This design comes from an exercise in tuning for small area, a short achievable clock period and few clock cycles per item on the open sky130 flow, not from production work. Only simulation tests tie the RTL to the original design; equivalence was not proved. Power figures rest on the tool's default switching activity, not on a simulated workload.

[flow/design.v]
`timescale 1ns / 1ps
package pwhm_pkg;
    typedef struct packed {
        logic        [2:0]  operation;
        logic        [7:0]  char_byte;
        logic signed [31:0] priority_req;
    } t_in_beat;
    typedef struct packed {
        logic [2:0] status;
        logic [2:0] entry_index;
    } t_out_beat;
    localparam logic [2:0] OP_PAT    = 3'd0;
    localparam logic [2:0] OP_COMMIT = 3'd1;
    localparam logic [2:0] OP_HOST   = 3'd2;
    localparam logic [2:0] OP_END    = 3'd3;
    localparam logic [2:0] OP_SORT   = 3'd4;
    localparam logic [2:0] ST_ADDED    = 3'd0;
    localparam logic [2:0] ST_FULL     = 3'd1;
    localparam logic [2:0] ST_TOO_LONG = 3'd2;
    localparam logic [2:0] ST_MATCH    = 3'd3;
    localparam logic [2:0] ST_NO_MATCH = 3'd4;
    localparam logic [7:0] STAR_CH  = 8'h2A;
    localparam logic [7:0] QMARK_CH = 8'h3F;
    localparam logic [7:0] STAR_CODE  = 8'h58;
    localparam logic [7:0] QMARK_CODE = 8'h59;
    function automatic logic [7:0] f_lower(input logic [7:0] c);
        logic [7:0] r;
        r = c;
        if (c >= 8'h41 && c <= 8'h5A) begin
            r = c + 8'h20;
        end
        f_lower = r;
    endfunction
endpackage
`timescale 1ns / 1ps
module priority_wildcard_host_matcher #(
    parameter int ENTRIES     = 8,
    parameter int PATTERN_LEN = 63
) (
    input  logic                i_clk,
    input  logic                i_rst_n,
    input  logic                i_in_valid,
    output logic                o_in_ready,
    input  logic [42:0]         i_in_data,
    output logic                o_out_valid,
    input  logic                i_out_ready,
    output logic [5:0]          o_out_data
);
    pwhm_pkg::t_in_beat  w_in;
    assign w_in = pwhm_pkg::t_in_beat'(i_in_data);
    localparam int E   = ENTRIES;
    localparam int P   = PATTERN_LEN;
    localparam int IW  = (E > 1) ? $clog2(E) : 1;
    localparam int CW  = $clog2(E + 1);
    localparam int LW  = $clog2(P + 1);
    localparam int NQ  = 4;                  
    localparam int QW  = $clog2(NQ + 1);
    logic               r_v1;
    logic [2:0]         r_op1;
    logic [7:0]         r_ch1;
    logic signed [31:0] r_pr1;
    logic               r_rdy;
    logic [QW-1:0]      r_pend;              
    logic               w_acc;
    logic               w_acc_res;
    logic               w_pop;
    logic [QW-1:0]      w_pend_nx;
    assign o_in_ready = r_rdy;
    assign w_acc      = i_in_valid && r_rdy;
    assign w_acc_res  = w_acc && ((w_in.operation == pwhm_pkg::OP_COMMIT) ||
                                  (w_in.operation == pwhm_pkg::OP_END));
    assign w_pop      = o_out_valid && i_out_ready;
    assign w_pend_nx  = r_pend + QW'(w_acc_res) - QW'(w_pop);
    always_ff @(posedge i_clk) begin
        if (!i_rst_n) begin
            r_v1   <= 1'b0;
            r_rdy  <= 1'b1;
            r_pend <= '0;
        end else begin
            r_v1   <= w_acc;
            r_rdy  <= (w_pend_nx < QW'(NQ));
            r_pend <= w_pend_nx;
        end
        if (w_acc) begin
            r_op1 <= w_in.operation;
            r_ch1 <= pwhm_pkg::f_lower(w_in.char_byte);
            r_pr1 <= w_in.priority_req;
        end
    end
    logic w_pat, w_commit, w_host, w_end, w_sort;
    logic w_ch_zero;
    assign w_pat     = r_v1 && (r_op1 == pwhm_pkg::OP_PAT);
    assign w_commit  = r_v1 && (r_op1 == pwhm_pkg::OP_COMMIT);
    assign w_host    = r_v1 && (r_op1 == pwhm_pkg::OP_HOST);
    assign w_end     = r_v1 && (r_op1 == pwhm_pkg::OP_END);
    assign w_sort    = r_v1 && (r_op1 == pwhm_pkg::OP_SORT);
    assign w_ch_zero = (r_ch1 == 8'h00);
    logic [CW-1:0]  r_cnt;                   
    logic [E-1:0]   r_valid;                 
    logic [E-1:0]   r_slot;                  
    logic [LW-1:0]  r_blen;                  
    logic [LW-1:0]  r_slen;                  
    logic           r_ovf;
    logic           r_term;
    logic           r_pstar;                 
    logic           r_hterm;
    logic           w_is_star;
    logic           w_pat_take;              
    logic           w_pat_store;             
    logic           w_full;
    logic           w_add;
    logic           w_step;
    logic [7:0]     w_code;
    assign w_is_star   = (r_ch1 == pwhm_pkg::STAR_CH);
    assign w_pat_take  = w_pat && !r_term && !w_ch_zero && (r_blen < LW'(P));
    assign w_pat_store = w_pat_take && !(w_is_star && r_pstar);
    assign w_full      = (r_cnt >= CW'(E));
    assign w_add       = w_commit && !w_full && !r_ovf;
    assign w_step      = w_host && !r_hterm && !w_ch_zero;
    assign w_code      = w_is_star ? pwhm_pkg::STAR_CODE :
                         (r_ch1 == pwhm_pkg::QMARK_CH) ? pwhm_pkg::QMARK_CODE : r_ch1;
    always_ff @(posedge i_clk) begin
        if (!i_rst_n) begin
            r_cnt   <= '0;
            r_valid <= '0;
            r_slot  <= E'(1);
            r_blen  <= '0;
            r_slen  <= '0;
            r_ovf   <= 1'b0;
            r_term  <= 1'b0;
            r_pstar <= 1'b0;
            r_hterm <= 1'b0;
        end else begin
            if (w_pat && !r_term) begin
                if (w_ch_zero) begin
                    r_term <= 1'b1;
                end else if (r_blen >= LW'(P)) begin
                    r_ovf <= 1'b1;
                end
            end
            if (w_pat_take) begin
                r_blen <= r_blen + 1'b1;
            end
            if (w_pat_store) begin
                r_slen  <= r_slen + 1'b1;
                r_pstar <= w_is_star;
            end
            if (w_commit) begin
                r_blen  <= '0;
                r_slen  <= '0;
                r_ovf   <= 1'b0;
                r_term  <= 1'b0;
                r_pstar <= 1'b0;
            end
            if (w_add) begin
                r_cnt   <= r_cnt + 1'b1;
                r_valid <= r_valid | r_slot;
                r_slot  <= r_slot << 1;
            end
            if (w_host && w_ch_zero) begin
                r_hterm <= 1'b1;
            end
            if (w_end) begin
                r_hterm <= 1'b0;
            end
        end
    end
    logic [7:0]         r_pat   [E][P];      
    logic [LW-1:0]      r_len   [E];         
    logic [P:0]         r_reach [E];         
    logic signed [31:0] r_prio  [E];
    logic [E-1:0]       w_hit;
    for (genvar e = 0; e < E; e++) begin : g_ent
        logic [P-1:0] w_star;
        logic [P-1:0] w_adv;                 
        logic [P:0]   w_dec;                 
        logic [P:0]   w_init;
        logic [P:0]   w_next;
        logic [LW-1:0] w_l;
        logic         w_new;
        assign w_new = w_add && r_slot[e];
        assign w_l   = w_new ? r_slen : r_len[e];
        for (genvar k = 0; k < P; k++) begin : g_pos
            logic w_sq;
            assign w_sq       = (r_pat[e][k][7:1] == pwhm_pkg::STAR_CODE[7:1]);
            assign w_star[k]  = w_sq && !r_pat[e][k][0];
            assign w_adv[k]   = (w_sq && r_pat[e][k][0]) || (r_pat[e][k] == r_ch1);
        end
        for (genvar k = 0; k <= P; k++) begin : g_st
            assign w_dec[k] = (w_l == LW'(P - k));
            if (k == 0) begin : g_k0
                assign w_init[k] = w_dec[k];
                assign w_next[k] = r_reach[e][k] && w_star[k];
            end else if (k == 1) begin : g_k1
                assign w_init[k] = w_dec[k] || (w_dec[k-1] && w_star[k-1]);
                assign w_next[k] = (r_reach[e][k] && w_star[k]) ||
                                   (r_reach[e][k-1] && (w_adv[k-1] || w_star[k-1]));
            end else if (k < P) begin : g_kn
                assign w_init[k] = w_dec[k] || (w_dec[k-1] && w_star[k-1]);
                assign w_next[k] = (r_reach[e][k] && w_star[k]) ||
                                   (r_reach[e][k-1] && (w_adv[k-1] || w_star[k-1])) ||
                                   (w_star[k-1] && r_reach[e][k-2] && w_adv[k-2]);
            end else begin : g_kp
                assign w_init[k] = w_dec[k] || (w_dec[k-1] && w_star[k-1]);
                assign w_next[k] = (r_reach[e][k-1] && (w_adv[k-1] || w_star[k-1])) ||
                                   (w_star[k-1] && r_reach[e][k-2] && w_adv[k-2]);
            end
        end
        always_ff @(posedge i_clk) begin
            if (w_pat_store && r_slot[e]) begin
                for (int k = 0; k < P - 1; k++) begin
                    r_pat[e][k] <= r_pat[e][k+1];
                end
                r_pat[e][P-1] <= w_code;
            end
            if (w_new) begin
                r_len[e]  <= r_slen;
                r_prio[e] <= r_pr1;
            end
            if (w_step) begin
                r_reach[e] <= w_next;
            end else if (w_end || w_new) begin
                r_reach[e] <= w_init;
            end
        end
        assign w_hit[e] = r_valid[e] && r_reach[e][P];
    end
    logic [E-1:0] r_bef [E];
    logic [E-1:0] r_lt  [E];
    logic [E-1:0] r_eq  [E];
    for (genvar j = 0; j < E - 1; j++) begin : g_cmp
        logic w_clt, w_ceq;
        assign w_clt = (r_prio[j] < r_pr1);
        assign w_ceq = (r_prio[j] == r_pr1);
        for (genvar e = j + 1; e < E; e++) begin : g_pair
            always_ff @(posedge i_clk) begin
                if (w_add && r_slot[e]) begin
                    r_lt[j][e]  <= w_clt;
                    r_eq[j][e]  <= w_ceq;
                    r_bef[j][e] <= 1'b1;
                end else if (w_sort) begin
                    r_bef[j][e] <= r_lt[j][e] || (r_eq[j][e] && r_bef[j][e]);
                end
            end
        end
    end
    logic [E-1:0]  w_win;
    logic [IW-1:0] w_widx;
    logic          w_found;
    always_comb begin
        for (int e = 0; e < E; e++) begin
            w_win[e] = w_hit[e];
            for (int j = 0; j < E; j++) begin
                if (j < e) begin
                    if (w_hit[j] && r_bef[j][e]) w_win[e] = 1'b0;
                end else if (j > e) begin
                    if (w_hit[j] && !r_bef[e][j]) w_win[e] = 1'b0;
                end
            end
        end
        w_widx = '0;
        for (int e = 0; e < E; e++) begin
            if (w_win[e]) w_widx = w_widx | IW'(e);
        end
        w_found = |w_hit;
    end
    logic       w_push;
    logic [5:0] w_res;
    assign w_push = w_commit || w_end;
    always_comb begin
        if (w_end) begin
            w_res = w_found ? {pwhm_pkg::ST_MATCH, 3'(w_widx)} : {pwhm_pkg::ST_NO_MATCH, 3'd0};
        end else if (w_full) begin
            w_res = {pwhm_pkg::ST_FULL, 3'd0};
        end else if (r_ovf) begin
            w_res = {pwhm_pkg::ST_TOO_LONG, 3'd0};
        end else begin
            w_res = {pwhm_pkg::ST_ADDED, 3'(r_cnt)};
        end
    end
    logic [5:0]    r_q [NQ];
    logic [QW-1:0] r_qn;
    logic          r_qv;
    logic [QW-1:0] w_wpos;
    assign w_wpos = r_qn - QW'(w_pop);
    always_ff @(posedge i_clk) begin
        if (!i_rst_n) begin
            r_qn <= '0;
            r_qv <= 1'b0;
        end else begin
            r_qn <= r_qn + QW'(w_push) - QW'(w_pop);
            r_qv <= (r_qn + QW'(w_push) - QW'(w_pop)) != '0;
        end
        for (int i = 0; i < NQ; i++) begin
            if (w_push && (w_wpos == QW'(i))) begin
                r_q[i] <= w_res;
            end else if (w_pop) begin
                if (i < NQ - 1) r_q[i] <= r_q[i+1];
            end
        end
    end
    assign o_out_valid = r_qv;
    assign o_out_data  = r_q[0];
endmodule
[flow/run.sh]
#!/bin/bash
# synth_recipe.tcl (not shown) runs the flow's synth.tcl, then flattens the netlist and writes it again
# the make line also repeats each setting of config.mk as NAME=value (left out here)
make -C /OpenROAD-flow-scripts/flow DESIGN_CONFIG=/design/flow/config.mk WORK_HOME=/design/flow/orfs CLKGATE_MAP_FILE= SYNTH_SCRIPT=/design/flow/synth_recipe.tcl finish
[flow/config.mk]
export PLATFORM = sky130hd
export DESIGN_NAME = priority_wildcard_host_matcher
export DESIGN_NICKNAME = priority_wildcard_host_matcher
export VERILOG_FILES = /design/flow/design.v
export SDC_FILE = /design/flow/constraint.sdc
export NUM_CORES = 4
export LEC_CHECK = 0
export CAP_MARGIN = 20
export CORE_MARGIN = 2
export CORE_UTILIZATION = 40
export SLEW_MARGIN = 20
[flow/constraint.sdc]
create_clock -name core_clock -period 10.0 [get_ports {i_clk}]
set_input_delay 2.0000 -clock core_clock [delete_from_list [all_inputs] [get_ports {i_clk}]]
set_output_delay 2.0000 -clock core_clock [all_outputs]
set_load 0.01 [all_outputs]
==> run_results.csv, run 1 <==
group,metric,value,unit
critical_path,critical_path_arrival,6210,ps
logic_synthesis,synth_top_family_by_area,"XOR/XNOR gates",
pwr,power_density,175,mW/mm^2
floorplan,die_h,781,um
timing,report.final.slew_viol_count,0,
logic_synthesis,yosysWarnings,9,
logic_synthesis,synth-compound-area-share,8.09,%
pwr,p_clk_share,41.8,%
logic_synthesis,synth_most_common_cell,"edfxtp_1",
floorplan,initial_core_util,40.1,%
timing,fin_setup_tns,0,ps
logic_synthesis,syn_inst,18500,
clock_tree,htree_levels,6,
pwr,internal-power,35700,uW
logic_synthesis,synthTopCellsByArea,"edfxtp_1 61%, xnor2_1 8.0%, xor2_1 6.7%",
pwr,power.switching,11400,uW
clock_tree,clkTransAtPathRegs,60,ps
critical_path,startpoint_type,"flop",
timing,period_share,53.1,%
logic_synthesis,ys_seq_elements,5012,
global_routing,grt_use_total,19.9,%
detailed_routing,first_pass_iters,6,
layout,num-nets-final,19000,
timing,worst_pin_slew,1340,ps
logic_synthesis,synth_cell_types,108,
clock_tree,cts_resized,0,
clock_tree,clockBufferDepth,4,
logic_synthesis,seq_area_frac_synth,61.8,%
floorplan,core,0.602,mm^2
clock_tree,clk_latency,1090,ps
logic_synthesis,syn_area,0.242,mm^2
clock_tree,root_buffer,"clkbuf_16",
timing,setup_violations,0,
timing,timing.final.ws_setup,4690,ps
timing,fin_crit,5310,ps
critical_path,cp-end-kind,"flop",
global_routing,antenna_found_initial,36,
timing,grt_setup_unrepaired,"false",
detailed_routing,drc_errors,0,
timing,fmax,188,MHz
clock_tree,cts_tree,"built",
place,dp_hpwl,396,mm
layout,drive_above_1_share,6.36,%
critical_path,cp_max_fo,41,
place,place_congestion,0.834,
critical_path,cp.required,10900,ps
layout,syn_to_final_growth,11.2,%
logic_synthesis,synth_xor_area_share,14.7,%
pwr,ir_drop,0.219,mV
global_routing,grt_pass1_wl,952,mm
logic_synthesis,syn_avg_cell_area,13.0,um^2
logic_synthesis,synthSimpleGateAreaFrac,11.6,%
logic_synthesis,async_reset_ff_share,0,%
floorplan,ios,55,
timing,clock_skew,64.2,ps
clock_tree,cts.sinks,5012,
detailed_routing,viasPerCell,5.70,
pwr,switching_share,24.2,%
floorplan,rows,285,
place,pre_cts_ws,4760,ps
run,maxCapViolCount,0,
critical_path,critPathKind,"reg -> reg",
global_routing,grt_max_degree,202,
pwr,p_seq_share,49.5,%
logic_synthesis,synth_ff_type,"edfxtp_1",
clock_tree,post_cts_buffers,0,
logic_synthesis,synthMuxAreaShare,0.437,%
hold_path,min_path_type,"reg -> reg",
place,portBuffers,54,
global_routing,grt.overflow.total,0,
detailed_routing,drt_iter0_markers,15800,
clock_tree,cts_made_buffers,552,
pwr,comb_power_share,8.6,%
detailed_routing,wl,634,mm
logic_synthesis,syn-num-nets,18800,
floorplan,die_w,781,um
pwr,p_leak,0.0831,uW
run_status,status,"finished clean",
detailed_routing,vias,155000,
timing,maxSlewHeadroom,9.28,%
logic_synthesis,synthAdderAreaFrac,1.23,%
detailed_routing,avgRoutedWirePerCell,23.3,um
logic_synthesis,synth_common_cells,"4891 x edfxtp_1, 2201 x xnor2_1, 1845 x xor2_1",
logic_synthesis,synth_top_area_cell,"edfxtp_1",
global_routing,grt_pass1_vias,153000,
timing,hold_ws,450,ps
detailed_routing,ant_nets,0,
clock_tree,hold_buffers,0,
timing,finalHoldViolations,0,
logic_synthesis,yosysTopAreaCellShare,60.8,%
logic_synthesis,synth-edff-count,4891,
floorplan,dieArea,0.610,mm^2
-- per-stage QoR --
stage / cells / util, % / total power, uW / area [um^2]
2_1_floorplan: 18500 / - / 26700 / 242000
3_3_place_gp: 26200 / 41.8 / 27700 / 251000
3_5_place_dp: 26200 / 41.8 / 27800 / 251000
4_1_cts: 27100 / 44.6 / 47400 / 268000
5_1_grt: 27100 / 44.6 / 48600 / 269000
6_report: 27200 / 44.6 / 47100 / 269000
-- power by group through the flow --
stage / clock network [uW] / logic, uW / registers (uW)
2_1_floorplan: 0 / 3060 / 23700
3_3_place_gp: 0 / 4000 / 23700
3_5_place_dp: 0 / 4070 / 23700
4_1_cts: 20100 / 4100 / 23300
5_1_grt: 20800 / 4420 / 23300
6_report: 19700 / 4070 / 23300
-- logic make-up after synthesis --
group,after synthesis
DFF,5012
muxes,100
AOI/OAI and AO/OA,3048
and+or+nand+nor,4962
adders and majority gates,237
buffers and inverters,1126
xor gates and xnor gates,4046
-- sequential cells by signal, indices dropped and copies added, names as in the netlist, 8 cells and up --
name     flops
r_reach    512
r_bef       28
r_pr1       32
r_pat     4032
r_ch1        8
r_len       48
r_prio     224
r_q         24
r_valid      8
r_lt        28
r_slot       8
r_eq        28
-- final cells by class --
cell class / instances / area (um^2)
repair buffers: 328 / 3050
multi-input cells: 12400 / 87500
flip-flops and latches: 5012 / 149000
fillers: 54100 / 333000
clock inverters: 284 / 2340
clock buffers: 700 / 14700
diodes: 21 / 52.6
well taps: 8036 / 10100
inverters: 393 / 1480
-- cell usage in the layout, fill, tap and decap left out, drive strengths merged, types with 85 or more instances in the layout --
master,count
o22ai,369
nand4,625
inv,418
nor4bb,236
buf,274
or4,130
ha,235
a21oi,741
a21o,227
a31oi,228
xor2,1845
clkbuf,700
a221oi,85
and3,162
o21ai,635
edfxtp,4891
a22oi,154
nand2,940
dfxtp,121
xnor2,2201
nor2,835
nor4,647
nand4b,256
and2,98
nand3,458
clkinv,223
nor2b,242
-- final timing paths --
path,slack (ps),cells past startpoint,to,start
worst max-delay path,4690,11,r_reach[2][29],r_ch1[1]
worst min-delay path,450,2,r_bef[0][7],r_lt[0][7]
worst max register to register,4690,11,r_reach[2][29],r_ch1[1]
worst min register to register,450,2,r_bef[0][7],r_lt[0][7]
-- layer usage --
| metal | global-route usage [%] | vias up | part of all wire, % |
|---|---|---|---|
| li1 | - | 70400 | - |
| met1 | 27.6 | 78200 | 44 |
| met2 | 32.2 | 5188 | 46 |
| met3 | 2.76 | 1098 | 6.5 |
| met4 | 6.67 | 14 | 3.5 |
| met5 | 0 | - | 0.017 |
-- critical path, stage by stage (launching register included) --
cell and delay, ps:
edfxtp_1 400, buf_4 600, buf_4 550, buf_4 710
buf_4 760, buf_4 810, xor2_1 150, nor4_1 410
a22oi_1 150, nor3b_1 230, a211oi_1 70, o22ai_1 150
Testbench counts, summed over its fixed seeds: cycles 16,055, items 16,039.
==> inputs of run 2 (changes only) <==
--- a/flow/design.v
+++ b/flow/design.v
@@ -81,11 +81,9 @@
             r_rdy  <= (w_pend_nx < QW'(NQ));
             r_pend <= w_pend_nx;
         end
-        if (w_acc) begin
-            r_op1 <= w_in.operation;
-            r_ch1 <= pwhm_pkg::f_lower(w_in.char_byte);
-            r_pr1 <= w_in.priority_req;
-        end
+        r_op1 <= w_in.operation;
+        r_ch1 <= pwhm_pkg::f_lower(w_in.char_byte);
+        r_pr1 <= w_in.priority_req;
     end
     logic w_pat, w_commit, w_host, w_end, w_sort;
     logic w_ch_zero;
==> flow/flow/run.sh (new file) <==
#!/bin/bash
# Standard ORFS layout (the standard.sh, unchanged synthesis), with timing repair aimed
# well below the clock period so that the achieved period is short.
set -euo pipefail
bash standard.sh SETUP_SLACK_MARGIN=6.5 finish > standard_flow.log 2>&1
==> flow/standard.sh (new file) <==
#!/bin/bash
# synth_recipe.tcl (not shown) runs the flow's synth.tcl, then flattens the netlist and writes it again
# the make line also repeats each setting of config.mk as NAME=value (left out here)
make -C /OpenROAD-flow-scripts/flow DESIGN_CONFIG=/design/flow/config.mk WORK_HOME=/design/flow/orfs CLKGATE_MAP_FILE= SYNTH_SCRIPT=/design/flow/synth_recipe.tcl "${@:-finish}"
--- a/flow/config.mk
+++ b/flow/config.mk
@@ -7,5 +7,5 @@
 export LEC_CHECK = 0
 export CAP_MARGIN = 20
 export CORE_MARGIN = 2
-export CORE_UTILIZATION = 40
+export CORE_UTILIZATION = 55
 export SLEW_MARGIN = 20
removed: flow/run.sh
==> run 2 against run 1 <==
Compared with the run above: sequential share of layout area decreased by 0.42 points; highest routed layer unchanged; sequential power about the same; first-iteration DRC count decreased by 2.2%; total power decreased by 2.9%; combinational power decreased by 47%; core utilization increased by 17 points; clock skew decreased by 28 ps; sequential cell count unchanged; via count increased by 1.1%; critical path depth decreased by 10; still clean on timing, DRC and antenna; clock power increased by 4%; register-to-register slack improved by 1700 ps.
==> run_results.csv, run 2 <==
group,metric,value,unit
place,portBuffers,54,
timing,fin_crit,3730,ps
critical_path,cp.required,8000,ps
critical_path,worst-path-buf-inv,1,
floorplan,die_w,667,um
logic_synthesis,synth-edff-count,4848,
logic_synthesis,syn_inst,18600,
place,place_inst,24100,
pwr,internal-power,35700,uW
layout,final_util,61.6,%
timing,grt_setup_unrepaired,"true",
timing,setup_violations,0,
logic_synthesis,synth_ff_type,"edfxtp_1",
global_routing,grt.overflow.total,0,
critical_path,max_stage_delay,500,ps
timing,finalHoldViolations,0,
detailed_routing,drc_errors,0,
critical_path,critPathKind,"reg -> out",
floorplan,ios,55,
critical_path,cp_slowest_cell,"edfxtp_1",
logic_synthesis,syn_area,0.242,mm^2
logic_synthesis,synth_most_common_cell,"edfxtp_1",
timing,report.final.slew_viol_count,0,
run,maxCapViolCount,0,
global_routing,grt_use_total,28.7,%
clock_tree,clk_latency,1050,ps
critical_path,crit_family,"flip-flops",
timing,worst_pin_slew,1220,ps
logic_synthesis,async_reset_ff_share,0,%
logic_synthesis,seq_area_frac_synth,61.5,%
floorplan,initial_core_util,55.2,%
global_routing,antenna_found_initial,33,
timing,fin_setup_tns,0,ps
detailed_routing,drt_iter0_markers,15400,
layout,layout_common_cells,"4848 x edfxtp_1, 2124 x xor2_1, 1922 x xnor2_1",
place,place_congestion,0.840,
pwr,power_density,169,mW/mm^2
detailed_routing,first_pass_iters,8,
floorplan,dieArea,0.445,mm^2
floorplan,die_h,667,um
logic_synthesis,syn-num-nets,18900,
pwr,switching_share,21.9,%
critical_path,cp-end-kind,"primary output",
layout,instances_no_fill,25300,
clock_tree,root_buffer,"clkbuf_16",
pwr,p_seq_share,50.5,%
layout,n_fill_cell,34000,
clock_tree,cts_tree,"built",
global_routing,grt_pass1_vias,154000,
logic_synthesis,yosysWarnings,9,
logic_synthesis,synth_top_area_cell,"edfxtp_1",
clock_tree,cts_made_buffers,561,
critical_path,startpoint_type,"flop",
logic_synthesis,synthTopCellsByArea,"edfxtp_1 60%, xor2_1 7.7%, xnor2_1 7.0%",
place,dp_hpwl,395,mm
critical_path,cp_max_fo,1,
layout,largest_reg_flops,4032,
detailed_routing,viasPerCell,6.20,
layout,num-nets-final,19200,
pwr,comb_power_share,4.7,%
global_routing,grt_max_degree,177,
critical_path,critical_path_arrival,1730,ps
floorplan,rows,243,
logic_synthesis,synth_common_cells,"4848 x edfxtp_1, 2124 x xor2_1, 1922 x xnor2_1",
timing,maxSlewHeadroom,18.8,%
layout,layout_commonest_cell,"edfxtp_1",
timing,period_share,37.3,%
logic_synthesis,syn_avg_cell_area,13.0,um^2
pwr,p_leak,0.0861,uW
layout,top_regs,"r_pat: 4032 flops, r_reach: 512 flops, r_prio: 224 flops",
layout,drive_above_1_share,7.34,%
critical_path,crit_chain,"buf_2",
clock_tree,htree_levels,6,
detailed_routing,vias,157000,
timing,fmax,268,MHz
timing,clock_skew,35.9,ps
global_routing,grt_pass1_wl,979,mm
logic_synthesis,yosysTopAreaCellShare,60.2,%
detailed_routing,wl,661,mm
logic_synthesis,ys_seq_elements,5012,
pwr,power.switching,10000,uW
detailed_routing,ant_nets,0,
detailed_routing,avgRoutedWirePerCell,26.2,um
clock_tree,clkTransAtPathRegs,60,ps
floorplan,core,0.438,mm^2
logic_synthesis,synth_cell_types,116,
pwr,ir_drop,0.162,mV
timing,hold_ws,454,ps
layout,syn_to_final_growth,11.6,%
hold_path,min_path_type,"reg -> reg",
layout,largest_register,"r_pat",
pwr,p_clk_share,44.8,%
clock_tree,cts.sinks,5012,
clock_tree,clockBufferDepth,4,
run_status,status,"finished clean",
## run 2: changes by cell type after synthesis, sizes merged, moves of 53 or more
cell / delta
nor4: +53
xor2: +279
nand4: -54
xnor2: -279
o22ai: -87
nand2: +72
## run 2: power by group through the flow
stage | clock network [uW] | logic, uW | registers, uW
global placement | 0 | 1970 | 23500
global route | 21600 | 2330 | 23100
detailed placement | 0 | 2000 | 23500
floorplan | 0 | 1510 | 23400
finish | 20500 | 2160 | 23100
CTS | 20800 | 2120 | 23100
## run 2: path summary, 6_finish.rpt
check	start	end	slack, ps	cells after the start
worst max-delay path	r_q[0][1]	o_out_data[1]	6270	1
worst max register to register	r_ch1[5]	r_reach[7][34]	6430	10
worst min-delay path	r_lt[0][5]	r_bef[0][5]	450	2
worst min register to register	r_lt[0][5]	r_bef[0][5]	450	2
## run 2: metal layers
| metal | track usage [%] | share of wire (%) | routed length, um | up-vias |
|---|---|---|---|---|
| met4 | 9.50 | 3.4 | 22400 | 14 |
| met3 | 4.61 | 7.1 | 47200 | 1115 |
| met2 | 46.1 | 46 | 306000 | 5709 |
| met1 | 40.2 | 43 | 285000 | 78900 |
| li1 | - | - | - | 70900 |
| met5 | 0 | 0.012 | 80 | - |
## run 2: logic make-up after synthesis
kind of cell | synth area share, %
xor gates and xnor gates | 14.6
adders and majority gates | 1.23
and+or+nand+nor | 11.7
muxes | 0.487
DFF | 61.5
buffers and inverters | 2.22
AOI/OAI and AO/OA | 8.19
## run 2: layout make-up
| class | count | area [um^2] | share of cell area (%) |
|---|---|---|---|
| Multi-Input combinational cell | 12500 | 88700 | 32.9 |
| Timing Repair Buffer | 420 | 5400 | 2.00 |
| Clock inverter | 281 | 2400 | 0.890 |
| Clock buffer | 740 | 15600 | 5.79 |
| Antenna cell | 16 | 40.0 | 0.0148 |
| Tap cell | 5880 | 7360 | 2.73 |
| Sequential cell | 5012 | 149000 | 55.2 |
| Inverter | 385 | 1500 | 0.555 |
## run 2: through the flow
stage	worst slack, ps	cell area, um^2	power [uW]
3_3_place_gp	5180	249000	25500
3_5_place_dp	5120	249000	25500
2_1_floorplan	4990	242000	24900
6_report	6270	270000	45700
4_1_cts	6170	269000	46000
5_1_grt	6240	270000	47000
## run 2: what timing repair did
action,4_1_cts,5_1_grt
resized for setup,279,59
pin swaps,19,4
hold buffers,0,0
setup buffers,42,47
endpoints found under the setup margin,4849,1796
gates cloned,36,10
Testbench counts of run 2, summed over its fixed seeds: cycles 16,055, items 16,039.

-- port drivers added, routing unchanged --
How much do the figures lean on ideal ports? The routed layouts below were timed once more, with nothing changed but the port constraints.
Step 1 sets driving cells, clkbuf_16 on the clock port and buf_2 on the other inputs (assumed; they add their load-dependent delay and slew).
Step 2 moves the port delays by t, midway between the first and last clock arrival at a register: inputs arrive t later, outputs are due t later. That takes back most of the time a late clock gives input paths.
Slacks: no drivers / after step 1 / after step 2; pairs: no drivers / after step 1.
| run | shift t [ns] | setup slack, ns | worst data-port slew with drivers (ns) |
|---|---|---|---|
| run 1 | 1.198 | 4.689 / 4.689 / 4.689 | 0.04 |
| run 2 | 1.159 | 6.273 / 6.149 / 5.516 | 0.04 |
After both steps every run listed still meets setup and hold. For run 2, which loses most, drivers alone change the setup slack by -0.124 ns; drivers and shift together by -0.757 ns.
